Context: an optimization exercise on an open-source flow, tuned for small area, a short achievable clock period and few clock cycles per item. The choices shown serve that exercise and are no tape-out recipe. No activity file was given, so power comes from the tool's default toggle rates.

==> flow/design.v (excerpt) <==
module max_profit_k_trades_top
(
  input  logic        clk,
  input  logic        rst,
  input  logic        s_tvalid,
  output logic        s_tready,
  input  logic [15:0] s_tdata,    
  input  logic        s_tlast,    
  output logic        m_tvalid,
  input  logic        m_tready,
  output logic [31:0] m_tdata,    
  output logic        m_tlast,    
  input  logic        psel,
  input  logic        penable,
  input  logic        pwrite,
  input  logic [2:0]  paddr,
  input  logic [31:0] pwdata,
  output logic [31:0] prdata,
  output logic        pready
);
Size: ~7400 cells after synthesis.
==> module max_profit_k_trades_top, before the edit <==
module max_profit_k_trades_top
(
  input  logic        clk,
  input  logic        rst,
  input  logic        s_tvalid,
  output logic        s_tready,
  input  logic [15:0] s_tdata,    
  input  logic        s_tlast,    
  output logic        m_tvalid,
  input  logic        m_tready,
  output logic [31:0] m_tdata,    
  output logic        m_tlast,    
  input  logic        psel,
  input  logic        penable,
  input  logic        pwrite,
  input  logic [2:0]  paddr,
  input  logic [31:0] pwdata,
  output logic [31:0] prdata,
  output logic        pready
);
  localparam int K  = mpkt_pkg::MAX_TRADES;
  localparam int PW = mpkt_pkg::PROFIT_W;
  localparam int LW = mpkt_pkg::LANEP_W;
  logic [mpkt_pkg::LIMIT_W-1:0] trade_limit;
  logic                         unlimited_mode;
  logic [4:0]                   prdata_q;
  logic                         limit_write;
  logic                         limit_written;    
  logic        in_v;
  logic [15:0] in_pa;
  logic [15:0] in_pa_n;
  logic        in_last;
  logic        rdy_q;        
  logic        rdy_n;        
  logic        rdy_next;
  logic        accept;
  logic        first;
  logic        adv;
  logic        pend;
  logic        pend_last;
  logic        pend_first;
  logic [15:0] prev_n;       
  logic [15:0] t_q   [0:K-1];
  logic [15:0] un_q  [0:K-1];    
  logic        raise [0:K-1];
  logic [mpkt_pkg::LANE_W-1:0] lane;
  logic [3:0]    sel_idx;
  logic          sel_none;
  logic [15:0]   un_sel;
  logic [15:0]   t_sel;
  logic [16:0]   gain;       
  logic [15:0]   inc_q;      
  logic          inc_v;
  logic [LW-1:0] profit_upd;
  logic [LW-1:0] profit_new;
  logic [LW-1:0] sel_profit;
  logic          rise_up;
  logic [PW:0]   rise_sum;
  logic [PW-1:0] rise_upd;
  logic [PW-1:0] rise_total;
  logic          rc_busy;
  logic [4:0]    rc_cnt;
  logic          m_v;
  logic [PW-1:0] m_d;
  logic          m_l;
  logic          sk_v;
  logic [PW-1:0] sk_d;
  logic          sk_l;
  logic          m_free;
  logic          push;
  logic [PW-1:0] res;
  assign pready   = 1'b1;
  assign prdata   = {27'b0, prdata_q};
  assign s_tready = rdy_q;
  assign m_tvalid = m_v;
  assign m_tdata  = {{(32-PW){1'b0}}, m_d};
  assign m_tlast  = m_l;
  assign accept = s_tvalid && !rdy_n;
  assign push   = pend && !sk_v;
  assign adv    = in_v && (!pend || !sk_v) && !rc_busy;
  assign m_free = !m_v || m_tready;
  assign limit_write = psel && penable && pwrite && (paddr[2] == mpkt_pkg::ADDR_TRADE_LIMIT[2]);
  for (genvar t = 0; t < K; t++) begin : g_cell
    mpkt_cell #(
      .HAS_PREV (t != 0)
    ) u_cell (
      .clk        (clk),
      .step       (adv),
      .first      (first),
      .price      (in_pa),
      .price_n    (in_pa_n),
      .prev_un    (un_q[(t == 0) ? 0 : t - 1]),
      .prev_raise (raise[(t == 0) ? 0 : t - 1]),
      .t_q        (t_q[t]),
      .un_q       (un_q[t]),
      .raise      (raise[t])
    );
  end
  always_comb begin
    lane  = (trade_limit >= 5'(K)) ? mpkt_pkg::LANE_W'(K) : trade_limit[mpkt_pkg::LANE_W-1:0];
    un_sel = un_q[sel_idx];
    t_sel  = t_q[sel_idx];
    if (rc_busy) begin
      gain = {1'b0, un_sel} + {1'b0, t_sel};
    end else begin
      gain = {1'b0, in_pa} + {1'b0, un_sel} + 17'd1;
    end
    profit_upd = inc_v ? sel_profit + LW'(inc_q) : sel_profit;
    profit_new = pend_first ? '0 : profit_upd;
    rise_up  = ({1'b0, in_pa} + {1'b0, prev_n}) > 17'h0ffff;
    rise_sum = {1'b0, rise_total} + {11'b0, in_pa} + {11'h7ff, prev_n} + 27'd1;
    rise_upd = !rise_up ? rise_total : (rise_sum[PW] ? mpkt_pkg::PROFIT_MAX : rise_sum[PW-1:0]);
    res      = unlimited_mode ? rise_total : PW'(profit_new);
  end
  assign rdy_next = (!(accept || (in_v && !adv)) ||
                     !(adv || (pend && !push)) ||
                     !(sk_v ? !m_free : (push && !m_free))) &&
                    !(limit_written && !first) && !(rc_busy && rc_cnt != 5'd16);
  always_ff @(posedge clk) begin
    if (rst) begin
      in_v    <= 1'b0;
      rdy_q   <= 1'b1;
      rdy_n   <= 1'b0;
      first   <= 1'b1;
      pend    <= 1'b0;
      m_v     <= 1'b0;
      sk_v    <= 1'b0;
      rc_busy <= 1'b0;
    end else begin
      if (accept) begin
        in_v <= 1'b1;
      end else if (adv) begin
        in_v <= 1'b0;
      end
      if (limit_written && !first) begin
        rc_busy <= 1'b1;
      end else if (rc_cnt == 5'd16) begin
        rc_busy <= 1'b0;
      end
      rdy_q <= rdy_next;
      rdy_n <= !rdy_next;
      if (adv) begin
        first <= in_last;
        pend  <= 1'b1;
      end else if (push) begin
        pend  <= 1'b0;
      end
      if (m_free) begin
        m_v <= sk_v || push;
      end
      sk_v <= sk_v ? !m_free : (push && !m_free);
    end
  end
  always_ff @(posedge clk) begin
    if (!rdy_n) begin
      in_pa   <= s_tdata;
      in_pa_n <= ~s_tdata;
      in_last <= s_tlast;
    end
    limit_written <= limit_write;
    if (limit_written) begin
      rc_cnt <= '0;
    end else if (rc_busy) begin
      rc_cnt <= rc_cnt + 1'b1;
    end
    if (limit_written) begin
      sel_idx <= '0;
    end else if (rc_busy && rc_cnt != 5'd16) begin
      sel_idx <= rc_cnt[3:0] + 1'b1;
    end else begin
      sel_idx <= 4'(lane - 1'b1);
    end
    sel_none <= (lane == '0);
    if (limit_written) begin
      inc_v      <= 1'b0;
      sel_profit <= '0;
    end else if (rc_busy) begin
      inc_q      <= ~gain[15:0];
      inc_v      <= !rc_cnt[4] && ({1'b0, rc_cnt} < {1'b0, lane});
      sel_profit <= profit_upd;
    end else begin
      if (adv) begin
        inc_q <= gain[15:0];
        inc_v <= gain[16] && !sel_none && !first;
      end
      if (push) begin
        sel_profit <= profit_new;
      end
    end
    if (adv) begin
      prev_n     <= in_pa_n;
      rise_total <= first ? '0 : rise_upd;
      pend_first <= first;
      pend_last  <= in_last;
    end
    if (m_free) begin
      m_d <= sk_v ? sk_d : res;
      m_l <= sk_v ? sk_l : pend_last;
    end
    if (!sk_v) begin
      sk_d <= res;
      sk_l <= pend_last;
    end
  end
  always_ff @(posedge clk) begin
    if (rst) begin
      trade_limit    <= mpkt_pkg::LIMIT_W'(1);
      unlimited_mode <= 1'b0;
    end else if (psel && penable && pwrite) begin
      if (paddr[2] == mpkt_pkg::ADDR_UNLIMITED[2]) begin
        unlimited_mode <= pwdata[0];
      end else begin
        trade_limit <= pwdata[mpkt_pkg::LIMIT_W-1:0];
      end
    end
  end
  always_ff @(posedge clk) begin
    if (paddr[2] == mpkt_pkg::ADDR_TRADE_LIMIT[2]) begin
      prdata_q <= trade_limit;
    end else begin
      prdata_q <= {4'b0, unlimited_mode};
    end
  end
endmodule
Settings: LEC_CHECK=0, CAP_MARGIN=20, CORE_MARGIN=2, CORE_UTILIZATION=55, SLEW_MARGIN=20; clock period 15.0 ns.
standard.sh (not shown) runs the stock make flow with config.mk's settings and CLKGATE_MAP_FILE= SYNTH_SCRIPT=/design/flow/synth_recipe.tcl, a recipe that flattens the netlist after the stock synthesis.
==> flow/flow/run.sh <==
#!/bin/bash
# The standard layout (standard.sh: ORFS synthesis to final layout, unchanged), with
# repair_timing asked for extra setup slack (SETUP_SLACK_MARGIN) so that the layout's
# achieved period is shorter than the 15 ns constraint needs. The make output goes to
# layout.log here; ORFS keeps each step's own log under orfs/logs.
set -euo pipefail
export SETUP_SLACK_MARGIN=10.8
bash standard.sh > layout.log 2>&1
Edit:
--- a/flow/design.v
+++ b/flow/design.v
@@ -82,8 +82,10 @@
   logic                         limit_written;    
   logic        in_v;
   logic [15:0] in_pa;
   logic [15:0] in_pa_n;
+  logic [15:0] in_pb;
+  logic [15:0] in_pb_n;
   logic        in_last;
   logic        rdy_q;        
   logic        rdy_n;        
   logic        rdy_next;
@@ -140,10 +142,10 @@
     ) u_cell (
       .clk        (clk),
       .step       (adv),
       .first      (first),
-      .price      (in_pa),
-      .price_n    (in_pa_n),
+      .price      ((t < 8) ? in_pa : in_pb),
+      .price_n    ((t < 8) ? in_pa_n : in_pb_n),
       .prev_un    (un_q[(t == 0) ? 0 : t - 1]),
       .prev_raise (raise[(t == 0) ? 0 : t - 1]),
       .t_q        (t_q[t]),
       .un_q       (un_q[t]),
@@ -210,8 +212,12 @@
       in_pa   <= s_tdata;
       in_pa_n <= ~s_tdata;
       in_last <= s_tlast;
     end
+    if (!rdy_n || !in_v) begin
+      in_pb   <= s_tdata;
+      in_pb_n <= ~s_tdata;
+    end
     limit_written <= limit_write;
     if (limit_written) begin
       rc_cnt <= '0;
     end else if (rc_busy) begin
- The changed run finished clean
- setup slack loses 0.29 ns
- wire length came out lower by 8.8%
- final area hardly moves
- critical path depth shrinks by 1
- clock power hardly moves
- first-iteration DRC count went down by 14%
- final cell count stays flat
- core utilization decreases by 0.53 points
- synthesized cell count fell by 1.0%
- via count shrinks by 2.5%
No functional check of the RTL was part of any run of this note.

-- what the ideal ports hide --
The results above use ideal ports. As a check the final layouts listed here were re-extracted and re-timed, cells and wires unchanged. Step 1: set_driving_cell puts a clkbuf_16 on clk and a buf_2 on each other input, an assumption about the parent block. Step 2 also shifts input and output timing later by t, the mid clock arrival at the registers, as if the neighbouring blocks saw the same clock. a / b / c = ideal ports / drivers / drivers and shift; a / b = the first two.
run | t (ns) | slack for setup (ns) | hold WS [ns] | worst setup path at the end | pins driven straight from the clock port
the first run | 0.829 | 10.396 / 10.396 / 10.339 | 0.447 / 0.447 / 0.447 | input to register | 1
the second run | 0.827 | 10.107 / 10.107 / 10.107 | 0.450 / 0.450 / 0.450 | register to register | 1
After both steps setup and hold are still met in every run listed. The setup slack of the first run, which loses most, moves by 0.000 ns with the drivers and by -0.057 ns with both steps.
